Source: an optimization exercise on an open RTL-to-GDS flow (aim: a short achievable clock period and few clock cycles per item). Production flows keep margins and buffers that such runs may drop. At most, simulation tests tie the RTL to the original design; equivalence was not proved. Power figures rest on the tool's default switching activity, not on a simulated workload.

orange:
Design pulse_peak_rate_detector_core, start of the top module:
module pulse_peak_rate_detector_core #(
    parameter int RING_DEPTH = 10
) (
    input  logic                               aclk,
    input  logic                               aresetn,
    input  logic                               s_valid,
    output logic                               s_ready,
    input  logic [pprd_pkg::SAMPLE_W-1:0]      s_sample,
    output logic                               m_valid,
    input  logic                               m_ready,
    output logic [pprd_pkg::RATE_W-1:0]        m_rate,
    output logic [1:0]                         m_event_res,
    output logic [pprd_pkg::SAMPLE_W-1:0]      m_extreme_value,
    output logic                               m_falling_phase,
    input  logic                               cfg_wr_en,
    input  logic [pprd_pkg::CFG_IDX_W-1:0]     cfg_index,
    input  logic [pprd_pkg::CFG_DATA_W-1:0]    cfg_wdata
);
clock: 7.5 ns
lec_check: 0
abc_clock_period_in_ps: 2000
cap_margin: 20
core_margin: 2
core_utilization: 60
place_density: 0.7
setup_slack_margin: 5
slew_margin: 20
tns_end_percent: 100
run.sh (not shown) runs the stock make flow with config.mk's settings and CLKGATE_MAP_FILE= SYNTH_SCRIPT=/design/flow/synth_recipe.tcl, a recipe that flattens the netlist after the stock synthesis.
orange had finished all stages when the layout checks came back failing, citing antenna rules.
Testbench counts of orange, summed over its fixed seeds: cycles 32,495, items 32,000.
## Diff of input files: purple against orange
-- flow/design.v --
<<< orange, line 77
        PH_SETUP,
        PH_STEP,
        PH_SIGN
    } phase_t;
    logic          busy_reg, zero_reg;
    logic [W-1:0]  rem_sum;
    logic          neg;
    assign rem_sum = ws_reg + wc_reg;
    assign neg     = rem_sum[W-1];
    logic          qp_reg, qn_reg;  
    phase_t        ph_reg;
>>> purple, line 77
        PH_SETUP,
        PH_STEP,
        PH_SIGN,
        PH_PICK
    } phase_t;
    logic          busy_reg, zero_reg, neg_reg;
    logic          qp_reg, qn_reg;  
    phase_t        ph_reg;
<<< orange, line 128
    assign busy = busy_reg;
    assign fin  = busy_reg && ((ph_reg == PH_SETUP) ? (zero_reg || (nlen_reg < dlen_reg))
                                                     : (ph_reg == PH_SIGN));
    assign quo  = (ph_reg == PH_SETUP) ? '0 : (neg ? qm_reg : q_reg);
    always_ff @(posedge aclk) begin
        if (!aresetn) begin
>>> purple, line 125
    assign busy = busy_reg;
    assign fin  = busy_reg && ((ph_reg == PH_SETUP) ? (zero_reg || (nlen_reg < dlen_reg))
                                                     : (ph_reg == PH_PICK));
    assign quo  = (ph_reg == PH_SETUP) ? '0 : (neg_reg ? qm_reg : q_reg);
    always_ff @(posedge aclk) begin
        if (!aresetn) begin
<<< orange, line 172
                    qp_reg  <= nx[0];
                    qn_reg  <= nx[1];
                end
                default: ;
>>> purple, line 169
                    qp_reg  <= nx[0];
                    qn_reg  <= nx[1];
                end
                PH_SIGN: begin
                    ph_reg  <= PH_PICK;
                    neg_reg <= (ws_reg + wc_reg) >> (W - 1);
                end
                default: ;
<<< orange, line 476
    logic          q_any, h_load, load_out, pop;
    assign q_any    = q_cnt[0];
    logic fin_head;
    assign fin_head = div_fin && (r_cur == r_rd);
    assign load_out = h_v && (!h_rated || r_done[r_rd] || fin_head) && (m_idle_reg || m_ready);
    assign h_load   = !h_v || load_out;
    assign pop      = !m_idle_reg && m_ready;
>>> purple, line 477
    logic          q_any, h_load, load_out, pop;
    assign q_any    = q_cnt[0];
    assign load_out = h_v && (!h_rated || r_done[r_rd]) && (m_idle_reg || m_ready);
    assign h_load   = !h_v || load_out;
    assign pop      = !m_idle_reg && m_ready;
<<< orange, line 501
    logic [SW-1:0] c_ext_n;
    logic          c_fall_n;
    assign o_rate = h_rated ? (r_done[r_rd] ? r_rate[r_rd] : div_quo) : '0;
    assign o_ext  = h_event ? e_val[e_rd] : '0;
    always_ff @(posedge aclk) begin
>>> purple, line 500
    logic [SW-1:0] c_ext_n;
    logic          c_fall_n;
    assign o_rate = h_rated ? r_rate[r_rd] : '0;
    assign o_ext  = h_event ? e_val[e_rd] : '0;
    always_ff @(posedge aclk) begin
<<< orange, line 561
                if (t_req && r_wr == R_W'(i) && !(div_direct && !div_busy)) r_req[i] <= 1'b1;
                else if (div_start && r_div == R_W'(i)) r_req[i] <= 1'b0;
                if (load_out && h_rated && r_rd == R_W'(i)) r_done[i] <= 1'b0;
                else if (div_fin && r_cur == R_W'(i)) r_done[i] <= 1'b1;
            end
            unique case ({acc, pop})
>>> purple, line 560
                if (t_req && r_wr == R_W'(i) && !(div_direct && !div_busy)) r_req[i] <= 1'b1;
                else if (div_start && r_div == R_W'(i)) r_req[i] <= 1'b0;
                if (div_fin && r_cur == R_W'(i)) r_done[i] <= 1'b1;
                else if (load_out && h_rated && r_rd == R_W'(i)) r_done[i] <= 1'b0;
            end
            unique case ({acc, pop})
### Flow results
orange: all stages done; final checks FAILED (antenna rules). No stage failed in purple, and the final checks on the layout all came back clean. Taking orange as the reference point, the synthesized cell count of purple falls by 193. Relative to orange, critical path depth has decreased by 13 in purple. purple vs orange, average wire per standard cell went down by 1.1 µm. Delta(final cell utilization of the core, purple - orange) < 0. Changes observed in purple relative to orange: minimum setup slack in the final design shows an increase of 0.28 ns; switching power share of the total now smaller; total area of multi-input combinational cells -5.4%; met3 usage closely matched the old numbers. edfxtp_1 as the cell type of the slowest stage on the worst timing path was reported by orange, and dfxtp_2 by purple. In purple the number of vias per cell turned out 0.18 lower than in orange. orange has higher number of setup buffers added after CTS than purple. purple vs. orange: compound-cell area share of the yosys netlist fell by 1.3 points, final critical-path share of the clock period fell by 3.7 points.
Testbench counts of purple, summed over its fixed seeds: cycles 32,559, items 32,000.


pulse_peak_rate_detector_core, a different RTL version from the one above (not shown whole).
For scale: about 5900 cells after synthesis, roughly 1600 flip-flops, about 0.074 mm2 of cells after synthesis.
==> module pprd_divider, before the edit <==
module pprd_divider #(
    parameter int N  = 21,
    parameter int LW = $clog2(N + 1)
) (
    input  logic          aclk,
    input  logic          aresetn,
    input  logic          start,
    input  logic [N-1:0]  num_norm,
    input  logic [LW-1:0] nlen,
    input  logic [31:0]   den,
    output logic          busy,
    output logic          fin,
    output logic [N-1:0]  quo
);
    logic          busy_reg, setup_reg, zero_reg;
    logic [LW-1:0] cnt_reg;
    logic [LW-1:0] dlen_reg, nlen_reg;
    logic [N-1:0]  d_reg, num_reg, rem_reg, nq_reg, q_reg;
    function automatic logic [LW-1:0] bitlen(input logic [N-1:0] v);
        bitlen = '0;
        for (int i = 0; i < N; i++) begin
            if (v[i]) bitlen = LW'(i + 1);
        end
    endfunction
    logic signed [LW+1:0] steps;
    logic                 none;
    logic [2*N-1:0]       cat;
    always_comb begin
        steps = $signed({2'b00, nlen_reg}) - $signed({2'b00, dlen_reg}) + (LW+2)'(1);
        none  = zero_reg || (steps <= 0);
        cat   = {num_reg, {N{1'b0}}} >> (N + 1 - dlen_reg);
    end
    logic [N:0]   trial, diff;
    logic         ge;
    assign trial = {rem_reg, nq_reg[N-1]};
    assign diff  = trial - {1'b0, d_reg};
    assign ge    = !diff[N];
    always_ff @(posedge aclk) begin
        if (!aresetn) begin
            busy_reg <= 1'b0;
        end else begin
            if (start) busy_reg <= 1'b1;
            else if (fin) busy_reg <= 1'b0;
        end
    end
    always_ff @(posedge aclk) begin
        if (start) begin
            setup_reg <= 1'b1;
            zero_reg  <= (den[31:N] != '0) || (den[N-1:0] == '0);
            d_reg     <= den[N-1:0];
            dlen_reg  <= bitlen(den[N-1:0]);
            num_reg   <= num_norm;
            nlen_reg  <= nlen;
        end else if (busy_reg) begin
            setup_reg <= 1'b0;
            if (setup_reg) begin
                cnt_reg <= LW'(steps - 1);
                rem_reg <= cat[2*N-1:N];
                nq_reg  <= cat[N-1:0];
                q_reg   <= '0;
            end else begin
                cnt_reg <= cnt_reg - LW'(1);
                rem_reg <= ge ? diff[N-1:0] : trial[N-1:0];
                nq_reg  <= {nq_reg[N-2:0], 1'b0};
                q_reg   <= {q_reg[N-2:0], ge};
            end
        end
    end
    assign busy = busy_reg;
    assign fin  = busy_reg && (setup_reg ? none : (cnt_reg == '0));
    assign quo  = setup_reg ? '0 : {q_reg[N-2:0], ge};
endmodule
clock: 7.5 ns
lec_check: 0
abc_clock_period_in_ps: 2000
cap_margin: 20
core_margin: 2
core_utilization: 40
cts_buf_list: sky130_fd_sc_hd__clkbuf_16
cts_cluster_diameter: 80
cts_cluster_size: 25
setup_slack_margin: 5
slew_margin: 20
tns_end_percent: 100
The first run passed the timing, DRC and antenna checks.
Then changed:
--- a/flow/design.v
+++ b/flow/design.v
@@ -80,16 +80,14 @@
         bitlen = '0;
         for (int i = 0; i < N; i++) begin
             if (v[i]) bitlen = LW'(i + 1);
         end
     endfunction
-    logic signed [LW+1:0] steps;
-    logic                 none;
-    logic [2*N-1:0]       cat;
+    logic           none;
+    logic [2*N-1:0] cat;
     always_comb begin
-        steps = $signed({2'b00, nlen_reg}) - $signed({2'b00, dlen_reg}) + (LW+2)'(1);
-        none  = zero_reg || (steps <= 0);
+        none  = zero_reg || (nlen_reg < dlen_reg);
         cat   = {num_reg, {N{1'b0}}} >> (N + 1 - dlen_reg);
     end
     logic [N:0]   trial, diff;
     logic         ge;
     assign trial = {rem_reg, nq_reg[N-1]};
@@ -112,11 +110,11 @@
             num_reg   <= num_norm;
             nlen_reg  <= nlen;
         end else if (busy_reg) begin
             setup_reg <= 1'b0;
             if (setup_reg) begin
-                cnt_reg <= LW'(steps - 1);
+                cnt_reg <= nlen_reg - dlen_reg;
                 rem_reg <= cat[2*N-1:N];
                 nq_reg  <= cat[N-1:0];
                 q_reg   <= '0;
             end else begin
                 cnt_reg <= cnt_reg - LW'(1);
Result: Hold slack barely changes; fmax increases slightly; wire length barely changes; design area increases slightly; synthesized cell count decreases slightly; total power increases slightly; via count stays flat; count of clock-buffer cells in the layout decreases by 5; cell count barely changes; first-iteration DRC count decreases by a few percent; global-route usage decreases by 0.20 points; worst setup slack improved by 0.043 ns.
Testbench counts after the change, summed over its fixed seeds: cycles 32,495, items 32,000.
No functional check of the RTL was part of the first run of this note.


## rev 12
Another version of the RTL of pulse_peak_rate_detector_core (not shown whole).
For scale: ~5700 cells after synthesis, ~1600 flip-flops, about 71000 um2 of cells after synthesis.
Settings: LEC_CHECK=0, ABC_CLOCK_PERIOD_IN_PS=2000, CAP_MARGIN=20, CORE_MARGIN=2, CORE_UTILIZATION=65, CTS_BUF_LIST=sky130_fd_sc_hd__clkbuf_16, CTS_CLUSTER_DIAMETER=60, CTS_CLUSTER_SIZE=40, PLACE_DENSITY=0.75, SETUP_SLACK_MARGIN=5, SLEW_MARGIN=20, TNS_END_PERCENT=100; clock period 7.5 ns.
Testbench counts of rev 12, summed over its fixed seeds: cycles 32,527, items 32,000.
[inputs] rev 13 vs rev 12
diff --git a/flow/design.v b/flow/design.v
--- a/flow/design.v
+++ b/flow/design.v
@@ -469,23 +469,21 @@
     );
     logic          m_valid_reg;
     logic          m_idle_reg;       
     logic          h_v;
     logic [1:0]    h_ev;
     logic          h_event;
     logic          h_fall;
     logic          h_rated;
     logic          q_any, h_load, load_out, pop;
     assign q_any    = q_cnt[0];
-    logic fin_head;
-    assign fin_head = div_fin && (r_cur == r_rd);
-    assign load_out = h_v && (!h_rated || r_done[r_rd] || fin_head) && (m_idle_reg || m_ready);
+    assign load_out = h_v && (!h_rated || r_done[r_rd]) && (m_idle_reg || m_ready);
     assign h_load   = !h_v || load_out;
     assign pop      = !m_idle_reg && m_ready;
     always_ff @(posedge aclk) begin
         if (!aresetn) h_v <= 1'b0;
         else if (h_load) h_v <= q_any;
         if (h_load) begin
             h_ev    <= q_ev[q_rd];
             h_event <= (q_ev[q_rd] != pprd_pkg::EV_NONE);
             h_fall  <= q_fall[q_rd];
             h_rated <= q_rated[q_rd];
@@ -494,21 +492,21 @@
     logic [RW-1:0] m_rate_reg;
     logic [1:0]    m_event_reg;
     logic [SW-1:0] m_extreme_reg;
     logic          m_falling_reg;
     logic [RW-1:0] o_rate;
     logic [SW-1:0] o_ext;
     logic [RW-1:0] c_rate_n;
     logic [1:0]    c_event_n;
     logic [SW-1:0] c_ext_n;
     logic          c_fall_n;
-    assign o_rate = h_rated ? (r_done[r_rd] ? r_rate[r_rd] : div_quo) : '0;
+    assign o_rate = h_rated ? r_rate[r_rd] : '0;
     assign o_ext  = h_event ? e_val[e_rd] : '0;
     always_ff @(posedge aclk) begin
         if (load_out) begin
             c_rate_n  <= ~o_rate;
             c_event_n <= ~h_ev;
             c_ext_n   <= ~o_ext;
             c_fall_n  <= ~h_fall;
         end
         m_rate_reg    <= load_out ? o_rate : ~c_rate_n;
         m_event_reg   <= load_out ? h_ev   : ~c_event_n;
@@ -554,22 +552,22 @@
             if (div_start) r_div <= r_div + R_W'(1);
             if (load_out && h_rated) r_rd <= r_rd + R_W'(1);
             unique case ({b_v && rated, load_out && h_rated})
                 2'b10:   r_cnt <= {r_cnt[R_N-2:0], 1'b1};
                 2'b01:   r_cnt <= {1'b0, r_cnt[R_N-1:1]};
                 default: ;
             endcase
             for (int i = 0; i < R_N; i++) begin
                 if (t_req && r_wr == R_W'(i) && !(div_direct && !div_busy)) r_req[i] <= 1'b1;
                 else if (div_start && r_div == R_W'(i)) r_req[i] <= 1'b0;
-                if (load_out && h_rated && r_rd == R_W'(i)) r_done[i] <= 1'b0;
-                else if (div_fin && r_cur == R_W'(i)) r_done[i] <= 1'b1;
+                if (div_fin && r_cur == R_W'(i)) r_done[i] <= 1'b1;
+                else if (load_out && h_rated && r_rd == R_W'(i)) r_done[i] <= 1'b0;
             end
             unique case ({acc, pop})
                 2'b10:   total_reg <= {total_reg[Q_N-2:0], 1'b1};
                 2'b01:   total_reg <= {1'b0, total_reg[Q_N-1:1]};
                 default: ;
             endcase
             if (load_out) begin
                 m_valid_reg <= 1'b1;
                 m_idle_reg  <= 1'b0;
             end else if (m_ready) begin
### Flow results
- Rev 13: flow completed, timing, DRC and antenna clean
- Re die footprint: rev 13 is 0.61% down on rev 12.
- Rev 13 vs rev 12: combinational power down
- On final worst hold slack, rev 13 does worse than rev 12.
- Rev 12 and rev 13 ended up with roughly the same sequential power.
- Placed wire-length estimate after detailed placement: rev 13 < rev 12
- When the final numbers for rev 12 and rev 13 were put side by side, the xor-xnor portion of the synthesized cell area turned out to be greater in rev 13.
- Lower global routing met2 resource utilization among rev 12 and rev 13: rev 13
- Clock buffer count from CTS went up by a few percent going from rev 12 to rev 13.
- Quantity of hold-fixing buffers added after cts came out exactly the same in rev 12 and rev 13.
- Cmp rev 12 and rev 13 / clock skew / lower: rev 12
- On number of cells traversed by the worst register-to-register path: rev 13 sits below rev 12.
Testbench counts of rev 13, summed over its fixed seeds: cycles 32,559, items 32,000.

==> separate check: timing with driven ports <==
The results above use ideal ports. As a check the final layouts listed here were re-extracted and re-timed, cells and wires unchanged. Step 1 assumes that a clkbuf_16 drives the clock port and a buf_2 every other input. Step 2 times the ports against the registers' clock, not the clock port: input delays grow and output delays shrink by t, the midpoint of the rising clock arrivals with the driver on. Slacks: no drivers / after step 1 / after step 2; pairs: no drivers / after step 1.
run	t (ns)	slack for setup (ns)	worst setup path at the end	worst register clock-pin slew, ns	pins driven straight from the clock port
orange	0.881	4.478 / 4.478 / 4.024	input to register	0.07 / 0.07	1
purple	0.845	4.758 / 4.678 / 4.230	input to register	0.07 / 0.07	1
the first run of note 2	0.823	4.400 / 4.400 / 4.147	input to register	0.10 / 0.10	1
the second run of note 2	0.822	4.443 / 4.443 / 4.078	input to register	0.10 / 0.10	1
rev 12	0.804	4.562 / 4.562 / 3.980	input to register	0.11 / 0.11	1
rev 13	0.793	4.808 / 4.736 / 4.257	input to register	0.10 / 0.10	1
For rev 12, which loses most, drivers alone change the setup slack by 0.000 ns; drivers and shift together by -0.582 ns.
